Background: an optimization exercise with open tools, aiming at small area, a short achievable clock period and few clock cycles per item. Do not read the settings as production practice.
Function was checked by simulation only, so behaviour that the tests miss may differ from the original.
Power and IR drop assume default switching activity.

==> inputs of try-maple <==
==> flow/design.v <==
module mul_axil (
  input  logic        Clk,
  input  logic        arst_n,
  input  logic        s_awvalid,
  output logic        s_awready,
  input  logic [7:0]  s_awaddr,
  input  logic        s_wvalid,
  output logic        s_wready,
  input  logic [31:0] s_wdata,
  input  logic [3:0]  s_wstrb,
  output logic        s_bvalid,
  input  logic        s_bready,
  output logic [1:0]  s_bresp,
  input  logic        s_arvalid,
  output logic        s_arready,
  input  logic [7:0]  s_araddr,
  output logic        s_rvalid,
  input  logic        s_rready,
  output logic [31:0] s_rdata,
  output logic [1:0]  s_rresp
);
  logic        bvalid, rvalid;
  logic        bresp_err;
  logic [31:0] rdata;
  logic [15:0] opa, opb;
  logic wr_fire, rd_fire, ctrl_go;
  logic aw_a, aw_b, aw_c;
  assign wr_fire = s_awvalid & s_wvalid & ~bvalid;
  assign rd_fire = s_arvalid & ~rvalid;
  assign aw_a = (s_awaddr == 8'h00);
  assign aw_b = (s_awaddr == 8'h04);
  assign aw_c = (s_awaddr == 8'h08);
  assign ctrl_go = wr_fire & aw_c & s_wstrb[0] & s_wdata[0];
  always_ff @(posedge Clk or negedge arst_n) begin
    if (!arst_n) begin
      opa <= '0;
      opb <= '0;
    end else begin
      if (wr_fire & aw_a & s_wstrb[0]) opa[7:0]  <= s_wdata[7:0];
      if (wr_fire & aw_a & s_wstrb[1]) opa[15:8] <= s_wdata[15:8];
      if (wr_fire & aw_b & s_wstrb[0]) opb[7:0]  <= s_wdata[7:0];
      if (wr_fire & aw_b & s_wstrb[1]) opb[15:8] <= s_wdata[15:8];
    end
  end
  logic        busy;           
  logic        fin;            
  logic [1:0]  cnt;            
  logic [3:0]  dig;            
  logic [15:0] hs, hc;
  logic [3:0]  ps, pc;
  logic [19:0] hi;
  logic [11:0] lo;
  logic        done;
  logic        has;            
  function automatic logic [39:0] csa(input logic [19:0] x, input logic [19:0] y,
                                      input logic [19:0] z);
    logic [19:0] s, c;
    s = x ^ y ^ z;
    c = ((x & y) | (x & z) | (y & z)) << 1;
    csa = {s, c};
  endfunction
  logic [4:0]  pr;
  logic [19:0] r0, r1, r2, r3, r4, r5;
  logic [19:0] s1, c1, s2, c2, s3, c3, sn, cn;
  assign pr = {1'b0, ps} + {1'b0, pc};
  assign r0 = {4'h0, hs & {16{busy}}};
  assign r1 = {4'h0, hc & {16{busy}}};
  assign r2 = {4'h0, opb & {16{dig[0]}}};
  assign r3 = {3'h0, opb & {16{dig[1]}}, pr[4] & busy};
  assign r4 = {2'h0, opb & {16{dig[2]}}, 2'h0};
  assign r5 = {1'h0, opb & {16{dig[3]}}, 3'h0};
  assign {s1, c1} = csa(r0, r1, r2);
  assign {s2, c2} = csa(r3, r4, r5);
  assign {s3, c3} = csa(s1, c1, s2);
  assign {sn, cn} = csa(s3, c3, c2);
  always_ff @(posedge Clk) begin
    hs <= sn[19:4];
    hc <= cn[19:4];
    ps <= sn[3:0];
    pc <= cn[3:0];
  end
  always_ff @(posedge Clk) begin
    if (busy) begin
      lo <= {pr[3:0], lo[11:4]};
    end
    if (fin) begin
      hi <= {hs, ps} + {hc, pc};
    end
  end
  always_ff @(posedge Clk or negedge arst_n) begin
    if (!arst_n) begin
      cnt  <= '0;
      busy <= 1'b0;
      fin  <= 1'b0;
      done <= 1'b0;
      has  <= 1'b0;
    end else begin
      if (ctrl_go | busy) begin
        cnt <= cnt + 2'd1;
      end
      if (ctrl_go) begin
        busy <= 1'b1;
        has  <= 1'b1;
      end else if (cnt == 2'd3) begin
        busy <= 1'b0;
      end
      fin <= busy & (cnt == 2'd3);
      if (ctrl_go) begin
        done <= 1'b0;
      end else if (busy & (cnt == 2'd1)) begin
        done <= 1'b1;
      end
    end
  end
  always_ff @(posedge Clk) begin
    if (busy) begin
      case (cnt)
        2'd1:    dig <= opa[11:8];
        2'd2:    dig <= opa[15:12];
        default: dig <= opa[3:0];
      endcase
    end else begin
      dig <= ctrl_go ? opa[7:4] : opa[3:0];
    end
  end
  logic sel_a, sel_b, sel_p, st_done, rd_err;
  logic [7:0] ra;
  assign ra = s_araddr;
  always_ff @(posedge Clk or negedge arst_n) begin
    if (!arst_n) begin
      bvalid <= 1'b0;
      rvalid <= 1'b0;
    end else begin
      if (wr_fire)       bvalid <= 1'b1;
      else if (s_bready) bvalid <= 1'b0;
      if (rd_fire)       rvalid <= 1'b1;
      else if (s_rready) rvalid <= 1'b0;
    end
  end
  always_ff @(posedge Clk) begin
    if (!bvalid) bresp_err <= ~(aw_a | aw_b | aw_c);
    if (!rvalid) begin
      sel_a   <= (ra == 8'h00);
      sel_b   <= (ra == 8'h04);
      sel_p   <= (ra == 8'h10) & ~busy & has;
      st_done <= (ra == 8'h0C) & done;
      rd_err  <= ~((ra == 8'h00) | (ra == 8'h04) | (ra == 8'h08) | (ra == 8'h0C)
                   | (ra == 8'h10));
    end
  end
  assign rdata = ({32{sel_p}} & {hi, lo})
               | {16'h0, {16{sel_a}} & opa}
               | {16'h0, {16{sel_b}} & opb}
               | {31'h0, st_done};
  assign s_awready = ~bvalid;
  assign s_wready  = ~bvalid;
  assign s_bvalid  = bvalid;
  assign s_bresp   = {bresp_err, 1'b0};
  assign s_arready = ~rvalid;
  assign s_rvalid  = rvalid;
  assign s_rdata   = rdata;
  assign s_rresp   = {rd_err, 1'b0};
endmodule
==> flow/flow/run.sh <==
#!/bin/bash
# Standard layout, with plain buffers on the ports and resizing not tied to
# cell footprints. Each step's own log is also kept under orfs/logs/.
set -euo pipefail
bash standard.sh \
  "BUFFER_PORTS_ARGS=-buffer_cell sky130_fd_sc_hd__buf_1" \
  MATCH_CELL_FOOTPRINT=0 \
  finish > standard.log 2>&1
==> flow/standard.sh <==
#!/bin/bash
# synth_recipe.tcl (not shown) runs the flow's synth.tcl, then flattens the netlist and writes it again
# the make line also repeats each setting of config.mk as NAME=value (left out here)
make -C /OpenROAD-flow-scripts/flow DESIGN_CONFIG=/design/flow/config.mk WORK_HOME=/design/flow/orfs CLKGATE_MAP_FILE= SYNTH_SCRIPT=/design/flow/synth_recipe.tcl "${@:-finish}"
==> flow/config.mk <==
export PLATFORM = sky130hd
export DESIGN_NAME = mul_axil
export DESIGN_NICKNAME = mul_axil
export VERILOG_FILES = /design/flow/design.v
export SDC_FILE = /design/flow/constraint.sdc
export NUM_CORES = 4
export LEC_CHECK = 0
export CAP_MARGIN = 20
export CORE_MARGIN = 2
export CORE_UTILIZATION = 75
export CTS_BUF_LIST = sky130_fd_sc_hd__clkbuf_4 sky130_fd_sc_hd__clkbuf_8
export CTS_CLUSTER_DIAMETER = 60
export CTS_CLUSTER_SIZE = 40
export SETUP_SLACK_MARGIN = 0.7
export SLEW_MARGIN = 20
==> flow/constraint.sdc <==
create_clock -name core_clock -period 3.2 [get_ports {Clk}]
set_input_delay 0.6400 -clock core_clock [delete_from_list [all_inputs] [get_ports {Clk}]]
set_output_delay 0.6400 -clock core_clock [all_outputs]
set_load 0.01 [all_outputs]
==> inputs of try-raven, as changes to try-maple <==
==> flow/flow/run.sh (replaced) <==
#!/bin/bash
# Standard layout, with plain buffers on the ports, resizing not tied to
# cell footprints and a clock tree without dummy loads. Each step's own log
# is also kept under orfs/logs/.
set -euo pipefail
bash standard.sh \
  "BUFFER_PORTS_ARGS=-buffer_cell sky130_fd_sc_hd__buf_1" \
  MATCH_CELL_FOOTPRINT=0 \
  "CTS_ARGS=-sink_clustering_enable -repair_clock_nets -sink_clustering_size 30 -buf_list {sky130_fd_sc_hd__clkbuf_4 sky130_fd_sc_hd__clkbuf_8} -dont_use_dummy_load" \
  RECOVER_POWER=50 \
  finish > standard.log 2>&1
CORE_UTILIZATION = 55   (was 75)
CTS_CLUSTER_DIAMETER = unset   (was 60)
CTS_CLUSTER_SIZE = unset   (was 40)
SETUP_SLACK_MARGIN = 0.8   (was 0.7)
==> inputs of try-umber, as changes to try-maple <==
==> flow/flow/run.sh (replaced) <==
#!/bin/bash
# Standard layout, with plain buffers on the ports, resizing not tied to
# cell footprints and a clock tree without dummy loads. Each step's own log
# is also kept under orfs/logs/.
set -euo pipefail
bash standard.sh \
  "BUFFER_PORTS_ARGS=-buffer_cell sky130_fd_sc_hd__buf_1" \
  MATCH_CELL_FOOTPRINT=0 \
  "CTS_ARGS=-sink_clustering_enable -repair_clock_nets -sink_clustering_size 40 -sink_clustering_max_diameter 300 -buf_list {sky130_fd_sc_hd__clkbuf_4 sky130_fd_sc_hd__clkbuf_8} -dont_use_dummy_load" \
  finish > standard.log 2>&1
CORE_UTILIZATION = 55   (was 75)
CTS_CLUSTER_DIAMETER = unset   (was 60)
CTS_CLUSTER_SIZE = unset   (was 40)
SETUP_SLACK_MARGIN = 0.8   (was 0.7)
==> inputs of try-zinc, as changes to try-maple <==
--- a/flow/design.v
+++ b/flow/design.v
@@ -49,8 +49,6 @@
   logic [15:0] hs, hc;
   logic [3:0]  ps, pc;
-  logic [19:0] hi;
   logic [11:0] lo;
   logic        done;
-  logic        has;            
   function automatic logic [39:0] csa(input logic [19:0] x, input logic [19:0] y,
                                       input logic [19:0] z);
@@ -63,9 +61,10 @@
   logic [19:0] r0, r1, r2, r3, r4, r5;
   logic [19:0] s1, c1, s2, c2, s3, c3, sn, cn;
-  assign pr = {1'b0, ps} + {1'b0, pc};
+  logic [19:0] sum;
+  assign pr = {1'b0, ps & {4{busy}}} + {1'b0, pc & {4{busy}}};
   assign r0 = {4'h0, hs & {16{busy}}};
   assign r1 = {4'h0, hc & {16{busy}}};
   assign r2 = {4'h0, opb & {16{dig[0]}}};
-  assign r3 = {3'h0, opb & {16{dig[1]}}, pr[4] & busy};
+  assign r3 = {3'h0, opb & {16{dig[1]}}, pr[4]};
   assign r4 = {2'h0, opb & {16{dig[2]}}, 2'h0};
   assign r5 = {1'h0, opb & {16{dig[3]}}, 3'h0};
@@ -74,36 +73,38 @@
   assign {s3, c3} = csa(s1, c1, s2);
   assign {sn, cn} = csa(s3, c3, c2);
-  always_ff @(posedge Clk) begin
-    hs <= sn[19:4];
-    hc <= cn[19:4];
-    ps <= sn[3:0];
-    pc <= cn[3:0];
-  end
-  always_ff @(posedge Clk) begin
-    if (busy) begin
-      lo <= {pr[3:0], lo[11:4]};
-    end
-    if (fin) begin
-      hi <= {hs, ps} + {hc, pc};
-    end
-  end
+  assign sum = {hs, ps} + {hc, pc};
   always_ff @(posedge Clk or negedge arst_n) begin
     if (!arst_n) begin
+      hs   <= '0;
+      hc   <= '0;
+      ps   <= '0;
+      pc   <= '0;
+      lo   <= '0;
       cnt  <= '0;
       busy <= 1'b0;
       fin  <= 1'b0;
       done <= 1'b0;
-      has  <= 1'b0;
     end else begin
       if (ctrl_go | busy) begin
+        hs  <= sn[19:4];
+        hc  <= cn[19:4];
+        ps  <= sn[3:0];
+        pc  <= cn[3:0];
         cnt <= cnt + 2'd1;
+      end else if (fin) begin
+        hs  <= sum[19:4];
+        hc  <= '0;
+        ps  <= sum[3:0];
+        pc  <= '0;
+      end
+      if (busy) begin
+        lo <= {pr[3:0], lo[11:4]};
       end
       if (ctrl_go) begin
         busy <= 1'b1;
-        has  <= 1'b1;
       end else if (cnt == 2'd3) begin
         busy <= 1'b0;
       end
-      fin <= busy & (cnt == 2'd3);
+      fin <= busy & (cnt == 2'd3) & ~ctrl_go;
       if (ctrl_go) begin
         done <= 1'b0;
@@ -143,5 +144,5 @@
       sel_a   <= (ra == 8'h00);
       sel_b   <= (ra == 8'h04);
-      sel_p   <= (ra == 8'h10) & ~busy & has;
+      sel_p   <= (ra == 8'h10) & ~busy;
       st_done <= (ra == 8'h0C) & done;
       rd_err  <= ~((ra == 8'h00) | (ra == 8'h04) | (ra == 8'h08) | (ra == 8'h0C)
@@ -149,5 +150,5 @@
     end
   end
-  assign rdata = ({32{sel_p}} & {hi, lo})
+  assign rdata = ({32{sel_p}} & {hs, ps, lo})
                | {16'h0, {16{sel_a}} & opa}
                | {16'h0, {16{sel_b}} & opb}
--- a/flow/flow/run.sh
+++ b/flow/flow/run.sh
@@ -4,5 +4,5 @@
 set -euo pipefail
 bash standard.sh \
-  "BUFFER_PORTS_ARGS=-buffer_cell sky130_fd_sc_hd__buf_1" \
+  "BUFFER_PORTS_ARGS=-buffer_cell sky130_fd_sc_hd__buf_2" \
   MATCH_CELL_FOOTPRINT=0 \
   finish > standard.log 2>&1
CORE_UTILIZATION = 60   (was 75)
CTS_BUF_LIST = unset   (was sky130_fd_sc_hd__clkbuf_4 sky130_fd_sc_hd__clkbuf_8)
CTS_CLUSTER_DIAMETER = unset   (was 60)
CTS_CLUSTER_SIZE = unset   (was 40)
==> comparison <==
try-raven finished but fails on capacitance limit, slew limit. try-umber finished clean. try-maple went through all stages and came out clean. try-zinc completed with no timing, DRC or antenna violations.
Of try-zinc and try-maple, try-maple has the higher utilization (gap 15 points).
In try-umber the final area is smaller than in try-zinc, by about 7%.
Critical path depth is the same in try-maple and try-raven.
Between try-raven and try-zinc, the lower sequential power is in try-zinc (gap about 17%, measured against try-zinc).
Of try-zinc and try-raven, try-zinc has the higher cell count (gap about 9%, measured against try-raven).
In try-raven the worst setup slack is worse than in try-maple, by 0.015 ns.
Of try-maple and try-umber, try-maple has the higher count of clock-buffer cells in the layout (gap 1).
Against try-zinc, the clock power of try-maple is higher by about 28%.
In synthesized cell count, try-raven and try-umber do not differ.
Of try-zinc and try-raven, try-zinc has the higher combinational power (gap about 50%, measured against try-raven).
The highest worst hold slack belongs to try-raven, the lowest to try-umber.
==> figures <==
| item | try-maple | try-zinc | try-raven | try-umber |
|---|---|---|---|---|
| Outcome | no timing/DRC/antenna violations | no timing/DRC/antenna violations | complete, but fails checks | no timing/DRC/antenna violations |
| Violated checks | - | - | capacitance limit, slew limit | - |
| First-pass GRT wire length | 24530 µm | 29170 µm | 24180 µm | 24180 µm |
| Netlist area before placement | 6938 µm² | 7321 µm² | 6938 µm² | 6938 µm² |
| Measured slew at the worst slew-check pin | 0.9576 ns | 0.7315 ns | 1.773 ns | 1.076 ns |
| Area fraction in and, or, nand and nor cells after synthesis | 13.90% | 16.56% | 13.90% | 13.90% |
| Fraction of area in non-clock buffers | 5.245% | 8.118% | 5.725% | 5.867% |
| Sequential group share of total power | 51.7% | 50.7% | 57.3% | 57.3% |
| Final net count | 861 | 967 | 866 | 866 |
| Root buf cell | sky130_fd_sc_hd__clkbuf_8 | sky130_fd_sc_hd__clkbuf_16 | sky130_fd_sc_hd__clkbuf_8 | sky130_fd_sc_hd__clkbuf_8 |
| CTS Buf Count | 17 | 9 | 17 | 17 |
| Worst hold path class | primary input to asynchronous set/reset pin | primary input to asynchronous set/reset pin | primary input to flop | primary input to asynchronous set/reset pin |
| Post-synthesis sequential element count | 119 | 99 | 119 | 119 |
| Compound-cell area share of the yosys netlist | 8.620% | 11.62% | 8.620% | 8.620% |
| Total net switching power | 817.6 µW | 742.0 µW | 666.9 µW | 668.9 µW |
| Switching share of total power | 26.34% | 27.36% | 23.86% | 23.91% |
| Portion of total power attributed to the clock network | 41.5% | 37.3% | 34.9% | 34.9% |
| Die Width | 100.2 µm | 114.5 µm | 116.3 µm | 116.3 µm |
| Hold Slack | 0.3400 ns | 0.3293 ns | 0.3518 ns | 0.2817 ns |
| Wire length on met2 | 8006 µm | 8815 µm | 7645 µm | 7615 µm |
| Die span in y | 100.2 µm | 114.5 µm | 116.3 µm | 116.3 µm |
| Critical R2R Capture | hi[16] | hs[11] | hi[16] | hi[16] |
| Number of global-route vias before repair | 5175 | 5714 | 4891 | 4891 |
| Layout filler cell count | 496 | 946 | 1071 | 1063 |
Testbench counts of try-maple, summed over its fixed seeds: cycles 5,120, items 512.
Testbench counts of try-raven, summed over its fixed seeds: cycles 5,120, items 512.
Testbench counts of try-umber, summed over its fixed seeds: cycles 5,120, items 512.
Testbench counts of try-zinc, summed over its fixed seeds: cycles 5,120, items 512.

==> afterwards: timing with drivers on the ports <==
Ports are ideal in the flow. The routed layouts listed here were re-timed in OpenROAD. Step 1 sets driving cells, clkbuf_16 on the clock port and buf_2 on the other inputs (assumed; they add their load-dependent delay and slew). Step 2 also shifts input and output timing later by t, the mid clock arrival at the registers, as if the neighbouring blocks saw the same clock. a / b / c = ideal ports / drivers / drivers and shift; a / b = the first two.
| run | t, ns | setup slack, ns | worst setup path after step 2 | pins driven straight from the clock port |
|---|---|---|---|---|
| try-maple | 0.463 | 0.775 / 0.775 / 0.511 | input to register | 1 |
| try-raven | 0.463 | 0.760 / 0.760 / 0.489 | input to register | 1 |
| try-umber | 0.466 | 0.861 / 0.829 / 0.522 | input to register | 1 |
| try-zinc | 0.387 | 0.656 / 0.656 / 0.487 | input to register | 1 |
The setup slack of try-umber, which loses most, moves by -0.032 ns with the drivers and by -0.339 ns with both steps.
